This design comes from an exercise in tuning for small area and a short achievable clock period on the open sky130 flow, not from production work. The RTL was checked by simulation tests, not by an equivalence proof against the original design. No activity file was given, so power comes from the tool's default toggle rates.

--- run.sh ---
#!/bin/bash
# synth_recipe.tcl (not shown) runs the flow's synth.tcl, then flattens the netlist and writes it again
# the make line also repeats each setting of config.mk as NAME=value (left out here)
make -C /OpenROAD-flow-scripts/flow DESIGN_CONFIG=/design/flow/config.mk WORK_HOME=/design/flow/orfs CLKGATE_MAP_FILE= SYNTH_SCRIPT=/design/flow/synth_recipe.tcl finish
--- config.mk ---
export PLATFORM = sky130hd
export DESIGN_NAME = mmcm_drp_ps_responder
export DESIGN_NICKNAME = mmcm_drp_ps_responder
export VERILOG_FILES = /design/flow/design.v
export SDC_FILE = /design/flow/constraint.sdc
export NUM_CORES = 4
export LEC_CHECK = 0
export CAP_MARGIN = 20
export CORE_MARGIN = 2
export CORE_UTILIZATION = 60
export CTS_BUF_LIST = sky130_fd_sc_hd__clkbuf_16
export CTS_CLUSTER_DIAMETER = 200
export CTS_CLUSTER_SIZE = 26
export PLACE_DENSITY = 0.7
export SETUP_SLACK_MARGIN = 3.9
export SLEW_MARGIN = 20
export SYNTH_HIERARCHICAL = 1
--- constraint.sdc ---
create_clock -name core_clock -period 6.5 [get_ports {clk_usb_i}]
set_input_delay 1.3000 -clock core_clock [delete_from_list [all_inputs] [get_ports {clk_usb_i}]]
set_output_delay 1.3000 -clock core_clock [all_outputs]
set_load 0.01 [all_outputs]
--- design.v ---
package clk_mgmt_pkg;
  localparam int DRP_ADDR_W      = 7;
  localparam int DRP_DATA_W      = 16;
  localparam int DRP_DEPTH       = 128;
  localparam int PS_PHASE_W      = 9;
  localparam int DEF_DRP_LATENCY = 4;
  localparam int DEF_PS_LATENCY  = 12;
  localparam int DEF_PS_PERIOD   = 448;    
  localparam int DEF_LOCK_CYCLES = 64;
  typedef enum logic {
    DRP_IDLE = 1'b0,
    DRP_BUSY = 1'b1
  } drp_state_e;
  typedef enum logic {
    PS_IDLE = 1'b0,
    PS_BUSY = 1'b1
  } ps_state_e;
  function automatic logic [PS_PHASE_W-1:0] ps_next_phase(
    input logic [PS_PHASE_W-1:0] phase,
    input logic                  inc,
    input int                    period
  );
    logic [PS_PHASE_W-1:0] last;
    last = PS_PHASE_W'(period - 1);
    if (inc) ps_next_phase = (phase == last) ? '0 : phase + 1'b1;
    else     ps_next_phase = (phase == '0)   ? last : phase - 1'b1;
  endfunction
endpackage
module mmcm_ps_engine (
  input  logic                  clk_i,
  input  logic                  rst_n_i,
  input  logic                  ps_en_i,
  input  logic                  ps_incdec_i,
  input  logic                  locked_i,
  input  logic                  abort_i,
  output logic                  ps_done_o,
  output logic [clk_mgmt_pkg::PS_PHASE_W-1:0] ps_phase_o,
  output logic                  ps_err_o
);
  localparam int PW = clk_mgmt_pkg::PS_PHASE_W;
  logic          busy_q;
  logic [3:0]    cnt_q;      
  logic          inc_q;
  logic          done_q;
  logic          err_q;
  logic [PW-1:0] phase_q;
  logic          fin;
  logic          kill;
  assign kill = ~rst_n_i | abort_i;
  assign fin  = busy_q & (cnt_q == 4'd10);
  always_ff @(posedge clk_i) begin
    cnt_q  <= busy_q ? cnt_q + 1'b1 : 4'd0;
    if (!busy_q) inc_q <= ps_incdec_i;
    busy_q <= ~kill & (busy_q ? ~fin : (ps_en_i & locked_i));
    done_q <= ~kill & fin;
    err_q  <= rst_n_i & (err_q | (ps_en_i & (abort_i | busy_q | ~locked_i)));
    if (kill)     phase_q <= '0;
    else if (fin) phase_q <= clk_mgmt_pkg::ps_next_phase(phase_q, inc_q, clk_mgmt_pkg::DEF_PS_PERIOD);
  end
  assign ps_done_o  = done_q;
  assign ps_phase_o = phase_q;
  assign ps_err_o   = err_q;
endmodule
module mmcm_drp_ps_responder (
  input  logic                  clk_usb_i,
  input  logic                  reset_n_i,
  input  logic [clk_mgmt_pkg::DRP_ADDR_W-1:0] drp_addr_i,
  input  logic                  drp_den_i,
  input  logic                  drp_dwe_i,
  input  logic [clk_mgmt_pkg::DRP_DATA_W-1:0] drp_din_i,
  output logic [clk_mgmt_pkg::DRP_DATA_W-1:0] drp_dout_o,
  output logic                  drp_drdy_o,
  input  logic                  ps_en_i,
  input  logic                  ps_incdec_i,
  output logic                  ps_done_o,
  output logic [clk_mgmt_pkg::PS_PHASE_W-1:0] ps_phase_o,
  input  logic                  lock_reset_i,
  output logic                  locked_o,
  output logic                  drp_err_o,
  output logic                  ps_err_o
);
  localparam int AW = clk_mgmt_pkg::DRP_ADDR_W;
  localparam int DW = clk_mgmt_pkg::DRP_DATA_W;
  localparam int ND = clk_mgmt_pkg::DRP_DEPTH;
  logic          s1_q, s2_q, s3_q;               
  logic          busy;
  logic          accept;
  logic [AW-1:0] addr_q;
  logic          we_q;
  logic [DW-1:0] din_q;
  logic          rst_q;
  logic [DW-1:0] dout_q;
  logic          drdy_q;
  logic          drp_err_q;
  assign busy   = s1_q | s2_q | s3_q;
  assign accept = reset_n_i & drp_den_i & ~busy;
  always_ff @(posedge clk_usb_i) begin
    s1_q      <= accept;
    s2_q      <= reset_n_i & s1_q;
    s3_q      <= reset_n_i & s2_q;
    drdy_q    <= reset_n_i & s3_q;
    drp_err_q <= reset_n_i & (drp_err_q | (drp_den_i & busy));
    rst_q     <= ~reset_n_i;
    din_q     <= drp_din_i;
    if (!busy) begin
      addr_q <= drp_addr_i;
      we_q   <= drp_dwe_i;
    end
  end
  logic [7:0]  lo_hit;
  logic [15:0] hi_hit;
  always_comb begin
    for (int i = 0; i < 8; i++)  lo_hit[i] = (addr_q[2:0] == 3'(i));
    for (int j = 0; j < 16; j++) hi_hit[j] = (addr_q[6:3] == 4'(j));
  end
  logic [ND-1:0][DW-1:0] image_q;
  logic [DW-1:0]         wdat;
  logic                  wr_acc;
  logic [7:0]            wlo_n_q;                
  logic [15:0]           whi_n_q;                
  logic [ND-1:0]         wen;
  assign wr_acc = accept & drp_dwe_i;
  assign wdat   = rst_q ? '0 : din_q;
  always_ff @(posedge clk_usb_i) begin
    for (int i = 0; i < 8; i++)
      wlo_n_q[i] <= reset_n_i & (drp_addr_i[2:0] != 3'(i));
    for (int j = 0; j < 16; j++)
      whi_n_q[j] <= reset_n_i & ~(wr_acc & (drp_addr_i[6:3] == 4'(j)));
  end
  always_comb begin
    for (int w = 0; w < ND; w++) wen[w] = ~(wlo_n_q[w % 8] | whi_n_q[w / 8]);
  end
  always_ff @(posedge clk_usb_i) begin
    for (int w = 0; w < ND; w++) begin
      if (wen[w]) image_q[w] <= wdat;
    end
  end
  logic [7:0]    lo_n_q;
  logic [15:0]   hi_n_q;
  logic [ND-1:0] sel;
  logic [DW-1:0] rd;
  always_ff @(posedge clk_usb_i) begin
    lo_n_q <= ~lo_hit;
    hi_n_q <= ~hi_hit;
  end
  always_comb begin
    for (int w = 0; w < ND; w++) sel[w] = ~(lo_n_q[w % 8] | hi_n_q[w / 8]);
  end
  localparam int NH = ND / 2;
  logic [1:0][DW-1:0] part_d, part_q;
  generate
    for (genvar h = 0; h < 2; h++) begin : g_half
      for (genvar b = 0; b < DW; b++) begin : g_bit
        logic [NH-1:0] col;
        for (genvar w = 0; w < NH; w++) begin : g_w
          assign col[w] = image_q[h * NH + w][b];
        end
        drp_rd_col #(.N(NH)) u_col (.sel_i(sel[h * NH +: NH]), .dat_i(col), .bit_o(part_d[h][b]));
      end
    end
  endgenerate
  always_ff @(posedge clk_usb_i) part_q <= part_d;
  assign rd = addr_q[AW-1] ? part_q[1] : part_q[0];
  always_ff @(posedge clk_usb_i) begin
    dout_q <= (reset_n_i & s3_q & ~we_q) ? rd : '0;
  end
  logic [5:0] lock_cnt_q;
  logic       locked_q;
  logic       lock_clr;
  logic       lock_full;
  assign lock_clr  = ~reset_n_i | lock_reset_i;
  assign lock_full = &lock_cnt_q;
  always_ff @(posedge clk_usb_i) begin
    if (lock_clr) begin
      lock_cnt_q <= '0;
      locked_q   <= 1'b0;
    end else begin
      if (!lock_full) lock_cnt_q <= lock_cnt_q + 1'b1;
      locked_q <= lock_full;
    end
  end
  mmcm_ps_engine u_ps (
    .clk_i       (clk_usb_i),
    .rst_n_i     (reset_n_i),
    .ps_en_i     (ps_en_i),
    .ps_incdec_i (ps_incdec_i),
    .locked_i    (locked_q),
    .abort_i     (lock_reset_i),
    .ps_done_o   (ps_done_o),
    .ps_phase_o  (ps_phase_o),
    .ps_err_o    (ps_err_o)
  );
  assign drp_dout_o = dout_q;
  assign drp_drdy_o = drdy_q;
  assign drp_err_o  = drp_err_q;
  assign locked_o   = locked_q;
endmodule
module drp_rd_col #(
  parameter int N = 128
) (
  input  logic [N-1:0] sel_i,
  input  logic [N-1:0] dat_i,
  output logic         bit_o
);
  localparam int N3 = N / 3;
  localparam int NL = N3 + ((N % 3) != 0 ? 1 : 0);
  logic [NL-1:0] leaf_n;
  generate
    for (genvar k = 0; k < N3; k++) begin : g_aoi3
      drp_rd_aoi3 u_aoi (.sel_i(sel_i[3*k +: 3]), .dat_i(dat_i[3*k +: 3]), .y_no(leaf_n[k]));
    end
    if (N % 3 == 2) begin : g_aoi2
      drp_rd_aoi2 u_aoi (.sel_i(sel_i[N-1 -: 2]), .dat_i(dat_i[N-1 -: 2]), .y_no(leaf_n[N3]));
    end else if (N % 3 == 1) begin : g_nand
      assign leaf_n[N3] = ~(sel_i[N-1] & dat_i[N-1]);
    end
  endgenerate
  assign bit_o = ~&leaf_n;
endmodule
module drp_rd_aoi3 (
  input  logic [2:0] sel_i,
  input  logic [2:0] dat_i,
  output logic       y_no
);
  assign y_no = ~|(sel_i & dat_i);
endmodule
module drp_rd_aoi2 (
  input  logic [1:0] sel_i,
  input  logic [1:0] dat_i,
  output logic       y_no
);
  assign y_no = ~|(sel_i & dat_i);
endmodule
==> results of run 1 <==
-- metal layers --
layer  wire length (um)  vias to the layer above  global-route usage, %
li1                   -                    17600                      -
met1              73300                    21800                   43.8
met2              95100                     3037                   47.7
met3              25600                      350                   5.60
met4               8460                        4                   11.7
met5                 25                        -                      0
-- per-module statistics from Yosys (local to each module, per instance), excerpt --
| module | times used | area, um^2 | flops+latches |
|---|---|---|---|
| mmcm_drp_ps_responder | 1 | 66500 | 2181 |
| mmcm_ps_engine | 1 | 1110 | 17 |
| drp_rd_aoi3 | 672 | 10.0 | 0 |
-- logic make-up after synthesis --
kind of cell / Yosys count / synth area share (%)
XOR/XNOR: 5 / 0.0577
AO/OA/AOI/OAI: 770 / 9.71
AND/OR/NAND/NOR: 664 / 4.30
adder cells (fa/ha/maj): 5 / 0.0824
multiplexers: 18 / 0.237
buffers and inverters: 96 / 0.578
flip-flops: 2198 / 85.0
-- final cells by class --
type	count	area, um^2
Multi-Input combinational cell	1471	11700
Clock inverter	53	239
Clock buffer	96	2400
Inverter	12	45.0
Timing Repair Buffer	407	3430
Sequential cell	2198	64700
Fill cell	8036	41000
Tap cell	1650	2060
-- metrics by stage --
step,total power [mW],cells,cell area (um^2)
final,25.4,5887,84600
after global routing,26.1,5887,84600
after CTS,25.4,5862,84200
after detailed placement,18.8,5654,80500
after global placement,18.7,5647,80400
after floorplan,17.9,3756,76000
-- synthesized netlist by cell type (all sizes together), types with 26 or more instances --
cell	instances	share of area (%)
edfxtp	2057	81
a222oi	672	8.9
nor2	293	1.4
dfxtp	141	3.7
nand4	132	1.1
nand2	85	0.42
clkbuf	57	0.35
nand3	46	0.32
nor4	35	0.33
a211oi	32	0.32
buf	27	0.17
a21oi	26	0.17
nor2b	26	0.21
-- final timing paths --
kind	start	to	slack [ns]	cells after the start
setup reg to reg	lo_n_q[6]	part_q[26]	3.74	7
setup / recovery	lo_n_q[6]	part_q[26]	3.74	7
hold reg to reg	image_q[2045]	part_q[29]	0.46	2
hold / removal	image_q[2045]	part_q[29]	0.46	2
-- tightest hold or removal path: stages, from the launching register on --
cell and delay [ns]:
edfxtp_1 0.34, a211oi_1 0.06, nand2_1 0.06
-- state kept, by name, summed over array words and instances, names as in the netlist, 4 cells and up --
signal,flops
hi_n_q,16
lo_n_q,8
din_q,16
image_q,2048
part_q,32
whi_n_q,16
addr_q,7
u_ps.cnt_q,4
dout_q,16
wlo_n_q,8
u_ps.phase_q,9
lock_cnt_q,6
-- what timing repair did --
item / in CTS / in global routing
buffers inserted: 50 / 21
gates cloned: 9 / 4
pin swaps: 66 / 59
endpoints found under the setup margin: 794 / 374
resized for setup: 282 / 40
-- power groups by stage --
| stage | combinational, mW | clock [mW] | sequential (mW) |
|---|---|---|---|
| after floorplan | 0.639 | 0 | 17.3 |
| after global placement | 1.31 | 0 | 17.4 |
| after detailed placement | 1.35 | 0 | 17.5 |
| after CTS | 1.46 | 6.81 | 17.2 |
| after global routing | 1.54 | 7.25 | 17.3 |
| final | 1.50 | 6.77 | 17.2 |
==> run notes, run 1 <==
status=complete, no violations; Max clock buf depth=3; clock sinks=2198; crit end category=flip-flop; worst hold slack=0.457 ns; residual DRC count=0; max incr delay on CP=0.79 ns; gr ovfl total=0; Power per Cell Area=301 nW/um^2; Netlist Area Pre-Place=76000 um^2; Iter 0 DRT Violations=9496; CP Max Fanout=8; WP data required=7.10 ns; Num CTS Buffers=94; CTS tree=done; Logic pwr share=5.9%; Synthesis Warnings=8; antenna violations before repair=7; RSZ-0062 raised after global routing=yes; largest net degree at the start of global routing=100; Mean Syn Cell Area=20.2 um^2; Final Max Slew Viols=0; Area Growth Syn to Fin=11.4%; setup slack at placement=2.86 ns; CTS Hold Bufs=0; Tcrit/Tclk final=42.4%; number of global-route vias before repair=40000; CTS Root Buffer Type=clkbuf_16; slowest CP cell=a222oi_1; die area=129000 um^2; PortBufs=59; Crit path max-delay family=simple AND/OR/NAND/NOR gates; Seq/Total Area, Yosys=85.0%; via count=42700; Tightest Pin Transition=1.14 ns; Initial DRT Pass Iterations=9; EDFF count, synth=2057; WL final=202000 um; GRT Util Overall=30.6%; core box area=126000 um^2; vias per inst=7.25; layout cell share with drive strength beyond 1=15.1%; Synthesized Nets=3791; final core utilization=67.4%; Critical Path AT=3.35 ns; Max IR drop VDD=0.000291 V; f_max=363 MHz; commonest cells after routing, fill and taps aside=2057 x edfxtp_1, 672 x a222oi_1, 286 x buf_4; Worst Hold Class=flip-flop to flip-flop; Setup violations, final=0; routability congestion estimate=0.859; Final Skew=0.0425 ns; headroom to the max-slew limit=23.9%; H-Tree Depth=3; synth unique cells=57; post-route ant nets=0; commonest non-fill, non-tap cell in the layout=edfxtp_1; crit-path cells=buf_12 -> nor2_4 -> buf_6 -> a222oi_1 -> nand4_1 -> nor4_4 -> nand2_1; Fin. Hold Viols=0; clock network fraction of design power=26.6%; # diodes=0; Startpoint Class=flip-flop; Setup TNS=0 ns; post-synthesis async set-or-reset flop share=0%; leak pwr=26.6 nW; Sw Share=22.1%; switching power of the nets=5.63 mW; Period minus WS final=2.76 ns; Most used DFF post-synth=edfxtp_1; internal power=19.8 mW; Starting Density=60.5%; wire per inst=34.4 um; post-route setup slack=3.74 ns; CTS clk-pin slew, worst paths=0.10 ns; max-cap viol count=0; Die Width=360 um; Syn Inst Count=3756; worst skew pair latency=0.74 ns; DP HPWL=122000 um; crit path kind=flip-flop to flip-flop; synthesis-stage register bit count=2198; sequential share of power=67.5%; Die Ht=360 um; first-pass GRT wire length=285000 um; I/O Pins=60; layout net count=4219; Core Rows=130; worst path bufs/invs=2
==> run 2, diff against run 1 <==
--- a/config.mk
+++ b/config.mk
@@ -8,10 +8,10 @@
 export CAP_MARGIN = 20
 export CORE_MARGIN = 2
-export CORE_UTILIZATION = 60
+export CORE_UTILIZATION = 65
 export CTS_BUF_LIST = sky130_fd_sc_hd__clkbuf_16
 export CTS_CLUSTER_DIAMETER = 200
-export CTS_CLUSTER_SIZE = 26
-export PLACE_DENSITY = 0.7
-export SETUP_SLACK_MARGIN = 3.9
+export CTS_CLUSTER_SIZE = 22
+export PLACE_DENSITY = 0.75
+export SETUP_SLACK_MARGIN = 4.0
 export SLEW_MARGIN = 20
 export SYNTH_HIERARCHICAL = 1
==> run notes, run 2 <==
Area Growth Syn to Fin=12.7% (was 11.4%); count leader, synth=edfxtp_1 (unchanged); RSZ-0062 raised after global routing=yes (unchanged); Most used DFF post-synth=edfxtp_1 (unchanged); status=complete, no violations (unchanged); CP Max Fanout=3 (was 8); CTS clk-pin slew, worst paths=0.09 ns (was 0.10 ns); leak pwr=27.3 nW (was 26.6 nW); Mean Syn Cell Area=20.2 um^2 (unchanged); synth unique cells=57 (unchanged); Top reg by flops=image_q (unchanged); crit path kind=flip-flop to flip-flop (unchanged); Setup violations, final=0 (unchanged); synthesis-stage register bit count=2198 (unchanged); Final Max Slew Viols=0 (unchanged); worst skew pair latency=0.73 ns (was 0.74 ns); FF-to-FF End=part_q[2] (was part_q[26]); post-route ant nets=0 (unchanged); Num CTS Buffers=109 (was 94); PortBufs=59 (unchanged); post-synthesis async set-or-reset flop share=0% (unchanged); Period minus WS final=2.78 ns (was 2.76 ns); commonest non-fill, non-tap cell in the layout=edfxtp_1 (unchanged); Power per Cell Area=303 nW/um^2 (was 301 nW/um^2); max reg flops=2048 (unchanged); clock sinks=2198 (unchanged); CP endpoint=part_q[2] (was part_q[26]); Initial DRT Pass Iterations=12 (was 9); Die Width=346 um (was 360 um); CTS tree=done (unchanged); max-cap viol count=0 (unchanged); largest registers=image_q (2048), part_q (32) (unchanged); gr ovfl total=0 (unchanged); share of the synthesized area in the top cell type=81.3% (unchanged); Netlist Area Pre-Place=76000 um^2 (unchanged); Max clock buf depth=3 (unchanged); Tcrit/Tclk final=42.8% (was 42.4%); Worst R2R Path Depth=8 (was 7); layout cell share with drive strength beyond 1=16.5% (was 15.1%); R2R Path Start=lo_n_q[0] (was lo_n_q[6]); WP data required=7.11 ns (was 7.10 ns); first-pass GRT wire length=287000 um (was 285000 um); DP HPWL=121000 um (was 122000 um); Max IR drop VDD=0.000216 V (was 0.000291 V); crit end category=flip-flop (unchanged); Startpoint Class=flip-flop (unchanged); Synthesized Nets=3791 (unchanged); routability congestion estimate=0.909 (was 0.859); Starting Density=65.5% (was 60.5%); core box area=116000 um^2 (was 126000 um^2); CTS Hold Bufs=0 (unchanged); Synthesis Warnings=8 (unchanged); residual DRC count=0 (unchanged); largest net degree at the start of global routing=93 (was 100); f_max=360 MHz (was 363 MHz); antenna violations before repair=4 (was 7); synth cell count leaders=2057 x edfxtp_1, 672 x a222oi_1, 293 x nor2_1 (unchanged); Seq/Total Area, Yosys=85.0% (unchanged); Die Ht=346 um (was 360 um); Area contributors post-synth=edfxtp_1 81%, a222oi_1 8.9%, dfxtp_1 3.7% (unchanged); number of global-route vias before repair=40800 (was 40000); Worst Hold Class=flip-flop to flip-flop (unchanged); Reg2Reg Setup Slack=3.72 ns (was 3.74 ns); # diodes=0 (unchanged); Iter 0 DRT Violations=10600 (was 9496); I/O Pins=60 (unchanged); Final Skew=0.0242 ns (was 0.0425 ns); area leader, netlist=edfxtp_1 (unchanged); layout net count=4286 (was 4219); wire per inst=35.0 um (was 34.4 um); vias per inst=7.47 (was 7.25); commonest cells after routing, fill and taps aside=2057 x edfxtp_1, 672 x a222oi_1, 331 x buf_4 (was 2057 x edfxtp_1, 672 x a222oi_1, 286 x buf_4); worst hold slack=0.474 ns (was 0.457 ns); Critical Path AT=3.39 ns (was 3.35 ns); Tightest Pin Transition=1.19 ns (was 1.14 ns); Core Rows=125 (was 130); CTS Root Buffer Type=clkbuf_16 (unchanged); via count=43800 (was 42700); Fin. Hold Viols=0 (unchanged); GRT Util Overall=33.4% (was 30.6%); die area=120000 um^2 (was 129000 um^2); WL final=205000 um (was 202000 um); Setup TNS=0 ns (unchanged); Critical path origin=lo_n_q[0] (was lo_n_q[6]); headroom to the max-slew limit=20.5% (was 23.9%); EDFF count, synth=2057 (unchanged); Syn Inst Count=3756 (unchanged); H-Tree Depth=3 (unchanged)
## run 2: cell counts after synthesis
Identical to the previous run, type by type.
## run 2: how the worst min path moves through the flow
stage / start / to / slack, ns / cells past startpoint
after floorplan: u_ps.cnt_q[0] / u_ps.cnt_q[0] / 0.43 / 1
after global placement: image_q[1012] / part_q[4] / 0.44 / 2
after detailed placement: image_q[2040] / part_q[24] / 0.46 / 2
after CTS: image_q[2040] / part_q[24] / 0.47 / 2
after global routing: image_q[1010] / part_q[2] / 0.49 / 2
final: u_ps.cnt_q[0] / u_ps.cnt_q[0] / 0.47 / 1
## run 2: per-layer routing
| layer | global-route usage (%) | part of all wire, % | vias to the layer above |
|---|---|---|---|
| met4 | 13.3 | 4.9 | 4 |
| met2 | 50.7 | 46 | 3904 |
| li1 | - | - | 17700 |
| met5 | 0 | 0.0093 | - |
| met1 | 48.6 | 34 | 21700 |
| met3 | 6.56 | 15 | 470 |
## run 2: worst max-delay path: stages, from the launching register on
cell      delay [ns]
dfxtp_4         0.39
buf_12          0.11
buf_12          0.12
nor2_4          0.04
buf_6           0.12
a222oi_1        0.86
nand3_2         0.34
nor4_4          0.56
nand2_1         0.11
## run 2: power by group
| group | switching, mW | leakage [nW] | internal, mW |
|---|---|---|---|
| sequential | 0.452 | 19.4 | 16.7 |
| clock | 4.11 | 1.81 | 3.14 |
| combinational | 1.14 | 6.10 | 0.392 |
## run 2: repair_timing
item	4_1_cts	5_1_grt
buffers inserted	73	48
endpoints found under the setup margin	616	760
gates resized for setup	307	73
cloned	3	8
pin swaps	70	80
## run 2: logic make-up (layout without fill, tap and decap cells)
logic type	count (synthesis)	count (layout)	share of synthesized area, %
flip-flops	2198	2198	85.0
multiplexers	18	18	0.237
buffers and inverters	96	667	0.578
AND/OR/NAND/NOR	664	669	4.30
adder cells (fa/ha/maj)	5	5	0.0824
XOR/XNOR	5	5	0.0577
AO/OA/AOI/OAI	770	770	9.71
## run 2: layout make-up
type                       instances  area [um^2]
tap                             1524         1910
inverter                          12         45.0
clock inverter                    79          297
sequential                      2198        64700
fill                            6364        30500
timing repair buffer             463         4100
clock buffer                     113         2830
multi-input combinational       1467        11700
## run 2: metrics by stage
stage	setup WS [ns]	cells	power, mW	instance area (um^2)	utilization (%)
2_1_floorplan	3.37	3756	17.9	76000	-
3_3_place_gp	2.54	5521	18.7	80200	69.1
3_5_place_dp	3.04	5530	18.8	80400	69.3
4_1_cts	3.86	5798	25.9	84800	73.0
5_1_grt	3.78	5856	26.6	85600	73.7
6_report	3.72	5856	26.0	85600	73.7
## run 2: modules after synthesis, one instance, submodules excluded, excerpt
module | flops+latches | area (um^2) | times used | cells
mmcm_ps_engine | 17 | 1110 | 1 | 131
drp_rd_aoi3 | 0 | 10.0 | 672 | 1
mmcm_drp_ps_responder | 2181 | 66500 | 1 | 2665
==> run 3, diff against run 2 <==
--- a/design.v
+++ b/design.v
@@ -89,5 +89,4 @@
   logic          we_q;
   logic [DW-1:0] din_q;
-  logic          rst_q;
   logic [DW-1:0] dout_q;
   logic          drdy_q;
@@ -101,6 +100,5 @@
     drdy_q    <= reset_n_i & s3_q;
     drp_err_q <= reset_n_i & (drp_err_q | (drp_den_i & busy));
-    rst_q     <= ~reset_n_i;
-    din_q     <= drp_din_i;
+    din_q     <= reset_n_i ? drp_din_i : '0;    
     if (!busy) begin
       addr_q <= drp_addr_i;
@@ -121,5 +119,5 @@
   logic [ND-1:0]         wen;
   assign wr_acc = accept & drp_dwe_i;
-  assign wdat   = rst_q ? '0 : din_q;
+  assign wdat   = din_q;
   always_ff @(posedge clk_usb_i) begin
     for (int i = 0; i < 8; i++)
@@ -147,8 +145,9 @@
     for (int w = 0; w < ND; w++) sel[w] = ~(lo_n_q[w % 8] | hi_n_q[w / 8]);
   end
-  localparam int NH = ND / 2;
-  logic [1:0][DW-1:0] part_d, part_q;
+  localparam int NQ = 4;
+  localparam int NH = ND / NQ;
+  logic [NQ-1:0][DW-1:0] part_d, part_q;
   generate
-    for (genvar h = 0; h < 2; h++) begin : g_half
+    for (genvar h = 0; h < NQ; h++) begin : g_part
       for (genvar b = 0; b < DW; b++) begin : g_bit
         logic [NH-1:0] col;
@@ -161,5 +160,5 @@
   endgenerate
   always_ff @(posedge clk_usb_i) part_q <= part_d;
-  assign rd = addr_q[AW-1] ? part_q[1] : part_q[0];
+  assign rd = part_q[addr_q[AW-1 -: 2]];
   always_ff @(posedge clk_usb_i) begin
     dout_q <= (reset_n_i & s3_q & ~we_q) ? rd : '0;
@@ -197,5 +196,5 @@
 endmodule
 module drp_rd_col #(
-  parameter int N = 128
+  parameter int N = 32
 ) (
   input  logic [N-1:0] sel_i,
@@ -204,14 +203,12 @@
 );
   localparam int N3 = N / 3;
-  localparam int NL = N3 + ((N % 3) != 0 ? 1 : 0);
-  logic [NL-1:0] leaf_n;
+  localparam int NR = N % 3;
+  logic [N3+NR-1:0] leaf_n;
   generate
     for (genvar k = 0; k < N3; k++) begin : g_aoi3
       drp_rd_aoi3 u_aoi (.sel_i(sel_i[3*k +: 3]), .dat_i(dat_i[3*k +: 3]), .y_no(leaf_n[k]));
     end
-    if (N % 3 == 2) begin : g_aoi2
-      drp_rd_aoi2 u_aoi (.sel_i(sel_i[N-1 -: 2]), .dat_i(dat_i[N-1 -: 2]), .y_no(leaf_n[N3]));
-    end else if (N % 3 == 1) begin : g_nand
-      assign leaf_n[N3] = ~(sel_i[N-1] & dat_i[N-1]);
+    for (genvar r = 0; r < NR; r++) begin : g_rest
+      assign leaf_n[N3 + r] = ~(sel_i[3*N3 + r] & dat_i[3*N3 + r]);
     end
   endgenerate
@@ -225,9 +222,2 @@
   assign y_no = ~|(sel_i & dat_i);
 endmodule
-module drp_rd_aoi2 (
-  input  logic [1:0] sel_i,
-  input  logic [1:0] dat_i,
-  output logic       y_no
-);
-  assign y_no = ~|(sel_i & dat_i);
-endmodule
--- a/config.mk
+++ b/config.mk
@@ -8,10 +8,10 @@
 export CAP_MARGIN = 20
 export CORE_MARGIN = 2
-export CORE_UTILIZATION = 65
+export CORE_UTILIZATION = 60
 export CTS_BUF_LIST = sky130_fd_sc_hd__clkbuf_16
 export CTS_CLUSTER_DIAMETER = 200
-export CTS_CLUSTER_SIZE = 22
-export PLACE_DENSITY = 0.75
-export SETUP_SLACK_MARGIN = 4.0
+export CTS_CLUSTER_SIZE = 26
+export PLACE_DENSITY = 0.7
+export SETUP_SLACK_MARGIN = 3.9
 export SLEW_MARGIN = 20
 export SYNTH_HIERARCHICAL = 1
==> run notes, run 3 <==
layout net count=4169 (was 4286); synth cell count leaders=2057 x edfxtp_1, 640 x a222oi_1, 278 x nor2_1 (was 2057 x edfxtp_1, 672 x a222oi_1, 293 x nor2_1); vias per inst=7.20 (was 7.47); residual DRC count=0 (unchanged); first-pass GRT wire length=284000 um (was 287000 um); Seq/Total Area, Yosys=84.5% (was 85.0%); antenna violations before repair=7 (was 4); post-route ant nets=0 (unchanged); max reg flops=2048 (unchanged); die area=132000 um^2 (was 120000 um^2); count leader, synth=edfxtp_1 (unchanged); max incr delay on CP=0.72 ns (was 0.86 ns); Setup violations, final=0 (unchanged); largest net degree at the start of global routing=97 (was 93); Worst Hold Class=flip-flop to flip-flop (unchanged); Sw Share=21.7% (was 21.9%); Startpoint Class=flip-flop (unchanged); Die Ht=363 um (was 346 um); area leader, netlist=edfxtp_1 (unchanged); sequential share of power=68.3% (was 66.2%); headroom to the max-slew limit=20.5% (about the same); via count=42300 (was 43800); Most used DFF post-synth=edfxtp_1 (unchanged); max-cap viol count=0 (unchanged); Fin. Hold Viols=0 (unchanged); H-Tree Depth=3 (unchanged); EDFF count, synth=2057 (unchanged); slowest CP cell=a222oi_1 (unchanged); RSZ-0062 raised after global routing=no (was yes); Initial DRT Pass Iterations=12 (unchanged); synthesis-stage register bit count=2229 (was 2198); Area contributors post-synth=edfxtp_1 80%, a222oi_1 8.3%, dfxtp_1 4.5% (was edfxtp_1 81%, a222oi_1 8.9%, dfxtp_1 3.7%); Synthesized Nets=3824 (was 3791); I/O Pins=60 (unchanged); CTS tree=done (unchanged); CP Max Fanout=16 (was 3); leak pwr=26.6 nW (was 27.3 nW); Tcrit/Tclk final=40.9% (was 42.8%); PortBufs=59 (unchanged); CTS Root Buffer Type=clkbuf_16 (unchanged); Iter 0 DRT Violations=9004 (was 10600); CTS clk-pin slew, worst paths=0.10 ns (was 0.09 ns); switching power of the nets=5.58 mW (was 5.70 mW); clock sinks=2229 (was 2198); Post-DP Area=81400 um^2 (was 80400 um^2); Final Skew=0.0479 ns (was 0.0242 ns); number of global-route vias before repair=39600 (was 40800); Syn Inst Count=3789 (was 3756); crit path kind=flip-flop to flip-flop (unchanged); worst hold slack=0.462 ns (was 0.474 ns); crit-path cells=nor2_1 -> buf_4 -> a222oi_1 -> nand4_1 -> or4_4 (was buf_12 -> buf_12 -> nor2_4 -> buf_6 -> a222oi_1 -> nand3_2 -> nor4_4 -> nand2_1); Area Growth Syn to Fin=9.59% (was 12.7%); Period minus WS final=2.66 ns (was 2.78 ns); commonest cells after routing, fill and taps aside=2057 x edfxtp_1, 640 x a222oi_1, 259 x buf_4 (was 2057 x edfxtp_1, 672 x a222oi_1, 331 x buf_4); crit end category=flip-flop (unchanged); Die Width=363 um (was 346 um); Core Rows=131 (was 125); Synthesis Warnings=8 (unchanged); worst skew pair latency=0.74 ns (was 0.73 ns); Num CTS Buffers=95 (was 109); Finished Layout Cells=5883 (was 5856); CTS Hold Bufs=0 (unchanged); Critical Path AT=3.26 ns (was 3.39 ns); share of the synthesized area in the top cell type=80.0% (was 81.3%); DP HPWL=125000 um (was 121000 um); Logic pwr share=4.7% (was 5.9%); Starting Density=60.5% (was 65.5%); synth unique cells=57 (unchanged); WP data required=7.10 ns (was 7.11 ns); wire per inst=34.2 um (was 35.0 um); post-synthesis async set-or-reset flop share=0% (unchanged); layout cell share with drive strength beyond 1=13.9% (was 16.5%); clock network fraction of design power=27.0% (was 27.9%); Power per Cell Area=304 nW/um^2 (was 303 nW/um^2); DP Cell Count=5677 (was 5530); GRT Util Overall=30.3% (was 33.4%); Netlist Area Pre-Place=77200 um^2 (was 76000 um^2); WL final=201000 um (was 205000 um); Max clock buf depth=3 (unchanged); Crit path max-delay family=simple AND/OR/NAND/NOR gates (unchanged); Tightest Pin Transition=1.19 ns (about the same); f_max=376 MHz (was 360 MHz); Mean Syn Cell Area=20.4 um^2 (was 20.2 um^2); internal power=20.1 mW (was 20.3 mW); Top reg by flops=image_q (unchanged); Max IR drop VDD=0.000206 V (was 0.000216 V); post-route cell area=84600 um^2 (was 85600 um^2); worst path bufs/invs=1 (was 3); gr ovfl total=0 (unchanged); Setup TNS=0 ns (unchanged); largest registers=image_q (2048), part_q (64) (was image_q (2048), part_q (32)); status=complete, no violations (unchanged); core box area=128000 um^2 (was 116000 um^2); routability congestion estimate=0.872 (was 0.909); commonest non-fill, non-tap cell in the layout=edfxtp_1 (unchanged); Final Max Slew Viols=0 (unchanged)
==> run 3: cell type report <==
| type | count | area (um^2) |
|---|---|---|
| sequential | 2229 | 65400 |
| fill | 8241 | 42900 |
| multi-input combinational | 1464 | 11600 |
| timing repair buffer | 333 | 2670 |
| clock buffer | 99 | 2480 |
| tap | 1662 | 2080 |
| clock inverter | 79 | 323 |
| inverter | 11 | 41.3 |
| antenna | 6 | 15.0 |
==> run 3: layer usage <==
| layer | wire, um | global-route usage (%) | vias to the layer above |
|---|---|---|---|
| met1 | 73700 | 43.7 | 21600 |
| met4 | 5910 | 8.58 | 6 |
| met2 | 95200 | 47.3 | 2924 |
| met3 | 26500 | 6.56 | 276 |
| li1 | - | - | 17500 |
| met5 | 34 | 0 | - |
==> run 3: path summary, 6_finish.rpt <==
path / cells after the start / end / from / slack [ns]
min: 1 / s3_q / s2_q / 0.46
min reg2reg: 1 / s3_q / s2_q / 0.46
max: 5 / part_q[15] / hi_n_q[3] / 3.84
max reg2reg: 5 / part_q[15] / hi_n_q[3] / 3.84
==> run 3: what timing repair did <==
| item | in CTS | in global routing |
|---|---|---|
| pin swaps | 17 | 19 |
| hold endpoints to repair | 0 | 0 |
| gates cloned | 0 | 1 |
| setup endpoints to repair | 93 | 43 |
| gates resized for setup | 178 | 18 |
| setup buffers | 11 | 9 |
==> run 3: cells by family (layout without fill, tap and decap cells) <==
group	count (synthesis)	in the layout	share of synthesized area (%)
flip-flops	2229	2229	84.5
AO/OA/AOI/OAI	769	769	9.54
AND/OR/NAND/NOR	667	667	4.74
buffers and inverters	96	522	0.580
multiplexers	18	18	0.493
adder cells (fa/ha/maj)	5	5	0.0811
XOR/XNOR	5	5	0.0568
other	0	6	0
==> run 3: power groups by stage <==
| stage | Sequential (mW) | Combinational, mW | Clock (mW) |
|---|---|---|---|
| after floorplan | 17.6 | 0.606 | 0 |
| after global placement | 17.8 | 1.15 | 0 |
| after detailed placement | 17.9 | 1.16 | 0 |
| after CTS | 17.5 | 1.17 | 6.97 |
| after global routing | 17.6 | 1.26 | 7.44 |
| final | 17.5 | 1.21 | 6.93 |
==> run 3: through the flow <==
stage               total power [mW]  utilization [%]  setup slack, ns
floorplan                       18.2                -             3.96
global placement                18.9             63.8             3.31
detailed placement              19.0             63.9             3.31
CTS                             25.7             66.1             3.83
global route                    26.3             66.3             3.90
finish                          25.7             66.3             3.84
==> run 3: per-module statistics from Yosys, one instance, submodules excluded, excerpt <==
module | copies in the design | flops+latches | cells inside | cell area (um^2)
mmcm_drp_ps_responder | 1 | 2212 | 2698 | 67300
drp_rd_aoi3 | 640 | 0 | 1 | 10.0
mmcm_ps_engine | 1 | 17 | 131 | 1110
==> run 4, diff against run 3 <==
--- a/config.mk
+++ b/config.mk
@@ -13,5 +13,5 @@
 export CTS_CLUSTER_SIZE = 26
 export PLACE_DENSITY = 0.7
-export SETUP_SLACK_MARGIN = 3.9
+export SETUP_SLACK_MARGIN = 4.1
 export SLEW_MARGIN = 20
 export SYNTH_HIERARCHICAL = 1
==> run notes, run 4 <==
Die Width=363 um (unchanged); Netlist Area Pre-Place=77200 um^2 (unchanged); routability congestion estimate=0.836 (was 0.872); Period minus WS final=2.56 ns (was 2.66 ns); gr ovfl total=0 (unchanged); clock network fraction of design power=26.8% (was 27.0%); Crit path max-delay family=flip-flops (was simple AND/OR/NAND/NOR gates); Top reg by flops=image_q (unchanged); Syn Inst Count=3789 (unchanged); vias per inst=7.07 (was 7.20); worst path bufs/invs=1 (unchanged); switching power of the nets=5.46 mW (was 5.58 mW); Max IR drop VDD=0.000258 V (was 0.000206 V); Starting Density=60.5% (unchanged); Sw Share=21.4% (was 21.7%); core box area=128000 um^2 (unchanged); max reg flops=2048 (unchanged); via count=41900 (was 42300); largest registers=image_q (2048), part_q (64) (unchanged); Seq/Total Area, Yosys=84.5% (unchanged); Die Ht=363 um (unchanged); share of the synthesized area in the top cell type=80.0% (unchanged); sequential share of power=68.4% (was 68.3%); DP HPWL=115000 um (was 125000 um); Setup TNS=0 ns (unchanged); Iter 0 DRT Violations=8330 (was 9004); Fin. Hold Viols=0 (unchanged); Num CTS Buffers=95 (unchanged); Tcrit/Tclk final=39.4% (was 40.9%); Synthesized Nets=3824 (unchanged); crit-path cells=buf_6 (was nor2_1 -> buf_4 -> a222oi_1 -> nand4_1 -> or4_4); crit path kind=flip-flop to primary output (was flip-flop to flip-flop); CTS Root Buffer Type=clkbuf_16 (unchanged); Synthesis Warnings=8 (unchanged); headroom to the max-slew limit=24.3% (was 20.5%); Critical Path AT=1.26 ns (was 3.26 ns); DP Cell Count=5664 (was 5677); area leader, netlist=edfxtp_1 (unchanged); antenna violations before repair=9 (was 7); area share of fa/ha/maj cells after synthesis=0.0811% (unchanged); Worst Hold Class=flip-flop to flip-flop (unchanged); layout net count=4223 (was 4169); Tightest Pin Transition=1.14 ns (was 1.19 ns); commonest cells after routing, fill and taps aside=2057 x edfxtp_1, 640 x a222oi_1, 285 x buf_4 (was 2057 x edfxtp_1, 640 x a222oi_1, 259 x buf_4); largest family of logic cells by synthesized area=compound AO/OA/AOI/OAI gates (unchanged); CTS clk-pin slew, worst paths=0.10 ns (about the same); hold_sp=s2_q (unchanged); Final Max Slew Viols=0 (unchanged); leak pwr=26.9 nW (was 26.6 nW); Finished Layout Cells=5925 (was 5883); Final Skew=0.0330 ns (was 0.0479 ns); R2R Path Start=lo_n_q[0] (was hi_n_q[3]); first-pass GRT wire length=269000 um (was 284000 um); max-cap viol count=0 (unchanged); max incr delay on CP=0.41 ns (was 0.72 ns); Synth Area in XOR/XNOR=0.0567% (unchanged); Most used DFF post-synth=edfxtp_1 (unchanged); Hold EP=s3_q (unchanged); post-route ant nets=0 (unchanged); layout cell share with drive strength beyond 1=15.8% (was 13.9%); worst skew pair latency=0.73 ns (was 0.74 ns); I/O Pins=60 (unchanged); largest net degree at the start of global routing=92 (was 97); Max clock buf depth=3 (unchanged); post-synthesis async set-or-reset flop share=0% (unchanged); Logic pwr share=4.8% (was 4.7%); Startpoint Class=flip-flop (unchanged); GRT Util Overall=28.5% (was 30.3%); Initial DRT Pass Iterations=7 (was 12); slowest CP cell=dfxtp_4 (was a222oi_1); simple-gate share of the synthesized area=4.74% (unchanged); CP Max Fanout=1 (was 16); Worst R2R Path Depth=5 (unchanged); number of global-route vias before repair=38500 (was 39600); crit end category=primary output (was flip-flop); f_max=391 MHz (was 376 MHz); FF-to-FF End=part_q[33] (was part_q[15]); Reg2Reg Setup Slack=3.97 ns (was 3.84 ns); Setup violations, final=0 (unchanged); Core Rows=131 (unchanged); Area Growth Syn to Fin=10.6% (was 9.59%); Mean Syn Cell Area=20.4 um^2 (unchanged); WP data required=5.20 ns (was 7.10 ns); final-layout fill cell count=8248 (was 8241); hold path depth=1 (unchanged); clock sinks=2229 (unchanged); commonest non-fill, non-tap cell in the layout=edfxtp_1 (unchanged); status=complete, no violations (unchanged); EDFF count, synth=2057 (unchanged); synth unique cells=57 (unchanged); synthesis-stage register bit count=2229 (unchanged); Synth Area in Compound Gates=9.54% (unchanged); RSZ-0062 raised after global routing=yes (was no); wire per inst=32.2 um (was 34.2 um); Area contributors post-synth=edfxtp_1 80%, a222oi_1 8.3%, dfxtp_1 4.5% (unchanged); CTS tree=done (unchanged); die area=132000 um^2 (unchanged); PortBufs=59 (unchanged); WL final=191000 um (was 201000 um); Power per Cell Area=300 nW/um^2 (was 304 nW/um^2); H-Tree Depth=3 (unchanged); residual DRC count=0 (unchanged); CTS Hold Bufs=0 (unchanged); synth cell count leaders=2057 x edfxtp_1, 640 x a222oi_1, 278 x nor2_1 (unchanged); multiplexer share of the synthesized area=0.493% (unchanged); internal power=20.1 mW (about the same); count leader, synth=edfxtp_1 (unchanged)
==> run 4: cell types whose count changed in the layout (fill, tap and decap cells not counted), sizes merged <==
cell	change
inv	-7
clkdlybuf4s15	-2
clkdlybuf4s18	+1
clkbuf	+1
diode	-5
buf	+54
==> run 4: worst max path at each step <==
stage            startpoint              end  slack [ns]  depth (start not counted)
6_report         dout_q[10]   drp_dout_o[10]        3.94                          1
5_1_grt              drdy_q       drp_drdy_o        3.91                          1
4_1_cts              drdy_q       drp_drdy_o        3.92                          1
2_1_floorplan  lock_reset_i  u_ps.phase_q[5]        3.96                          5
3_3_place_gp      reset_n_i  u_ps.phase_q[5]        2.68                          5
3_5_place_dp      reset_n_i  u_ps.phase_q[5]        2.66                          5
==> run 4: metal layers <==
layer / track usage [%] / share of wire (%) / up-vias
li1: - / - / 17600
met1: 42.9 / 38 / 21300
met2: 43.8 / 47 / 2704
met3: 5.15 / 12 / 275
met4: 7.53 / 2.7 / 10
met5: 0 / 0.032 / -
==> run 4: final cells by class <==
cell class | instances | area [um^2] | area share [%]
clock buffer | 99 | 2480 | 2.90
multi-input combinational | 1464 | 11700 | 13.7
sequential | 2229 | 65400 | 76.6
antenna | 1 | 2.50 | 0.00293
clock inverter | 72 | 290 | 0.340
tap | 1662 | 2080 | 2.44
inverter | 11 | 41.3 | 0.0484
timing repair buffer | 387 | 3360 | 3.94
==> run 4: stage by stage <==
stage	instance area, um^2	setup slack [ns]	util (%)	power, mW	hold WS [ns]
2_1_floorplan	77200	3.96	-	18.2	0.423
5_1_grt	85300	3.91	66.9	26.2	0.485
6_report	85300	3.94	66.9	25.6	0.461
3_3_place_gp	81300	2.68	63.8	18.9	0.431
3_5_place_dp	81400	2.66	63.8	19.0	0.441
4_1_cts	84600	3.92	66.4	25.6	0.462
==> run 4: cells by family (layout without fill, tap and decap cells) <==
| logic type | after synthesis | after routing |
|---|---|---|
| flops | 2229 | 2229 |
| compound gates | 769 | 769 |
| simple gates | 667 | 667 |
| buf+inv | 96 | 569 |
| mux | 18 | 18 |
| fa+ha+maj | 5 | 5 |
| xor+xnor | 5 | 5 |
| other cells | 0 | 1 |
==> run 4: what timing repair did <==
item | in CTS | in global routing
gates cloned | 0 | 5
setup buffers | 33 | 51
resized for setup | 232 | 46
endpoints found under the setup margin | 136 | 81
pin swaps | 32 | 36
==> run 4: power by group through the flow <==
| stage | Clock, mW | Sequential (mW) | Combinational (mW) |
|---|---|---|---|
| after floorplan | 0 | 17.6 | 0.606 |
| after global placement | 0 | 17.8 | 1.13 |
| after detailed placement | 0 | 17.8 | 1.15 |
| after CTS | 6.90 | 17.5 | 1.19 |
| after global routing | 7.36 | 17.6 | 1.28 |
| final | 6.84 | 17.5 | 1.23 |
==> run 4: modules after synthesis (local to each module, per instance), excerpt <==
module / copies in the design / area (um^2) / flip-flops and latches / cells
mmcm_drp_ps_responder: 1 / 67300 / 2212 / 2698
mmcm_ps_engine: 1 / 1110 / 17 / 131
drp_rd_aoi3: 640 / 10.0 / 0 / 1

-- separate check: timing with driven ports --
Ports are ideal in the flow. The routed layouts listed here were re-timed in OpenROAD.
Step 1, drivers: a clkbuf_16 drives clk_usb_i and a buf_2 each remaining input, both assumed.
Step 2 times the ports against the registers' clock, not the clock port: input delays grow and output delays shrink by t, the midpoint of the rising clock arrivals with the driver on.
a / b / c = ideal ports / drivers / drivers and shift; a / b = the first two.
run | t, ns | slack for setup (ns) | pins driven straight from the clock port
run 1 | 0.803 | 3.744 / 3.744 / 3.296 | 1
run 2 | 0.799 | 3.721 / 3.721 / 3.279 | 1
run 3 | 0.802 | 3.838 / 3.838 / 3.325 | 1
run 4 | 0.796 | 3.941 / 3.861 / 3.408 | 1
After both steps setup and hold are still met in every run listed. For run 4, which loses most, drivers alone change the setup slack by -0.080 ns; drivers and shift together by -0.533 ns.
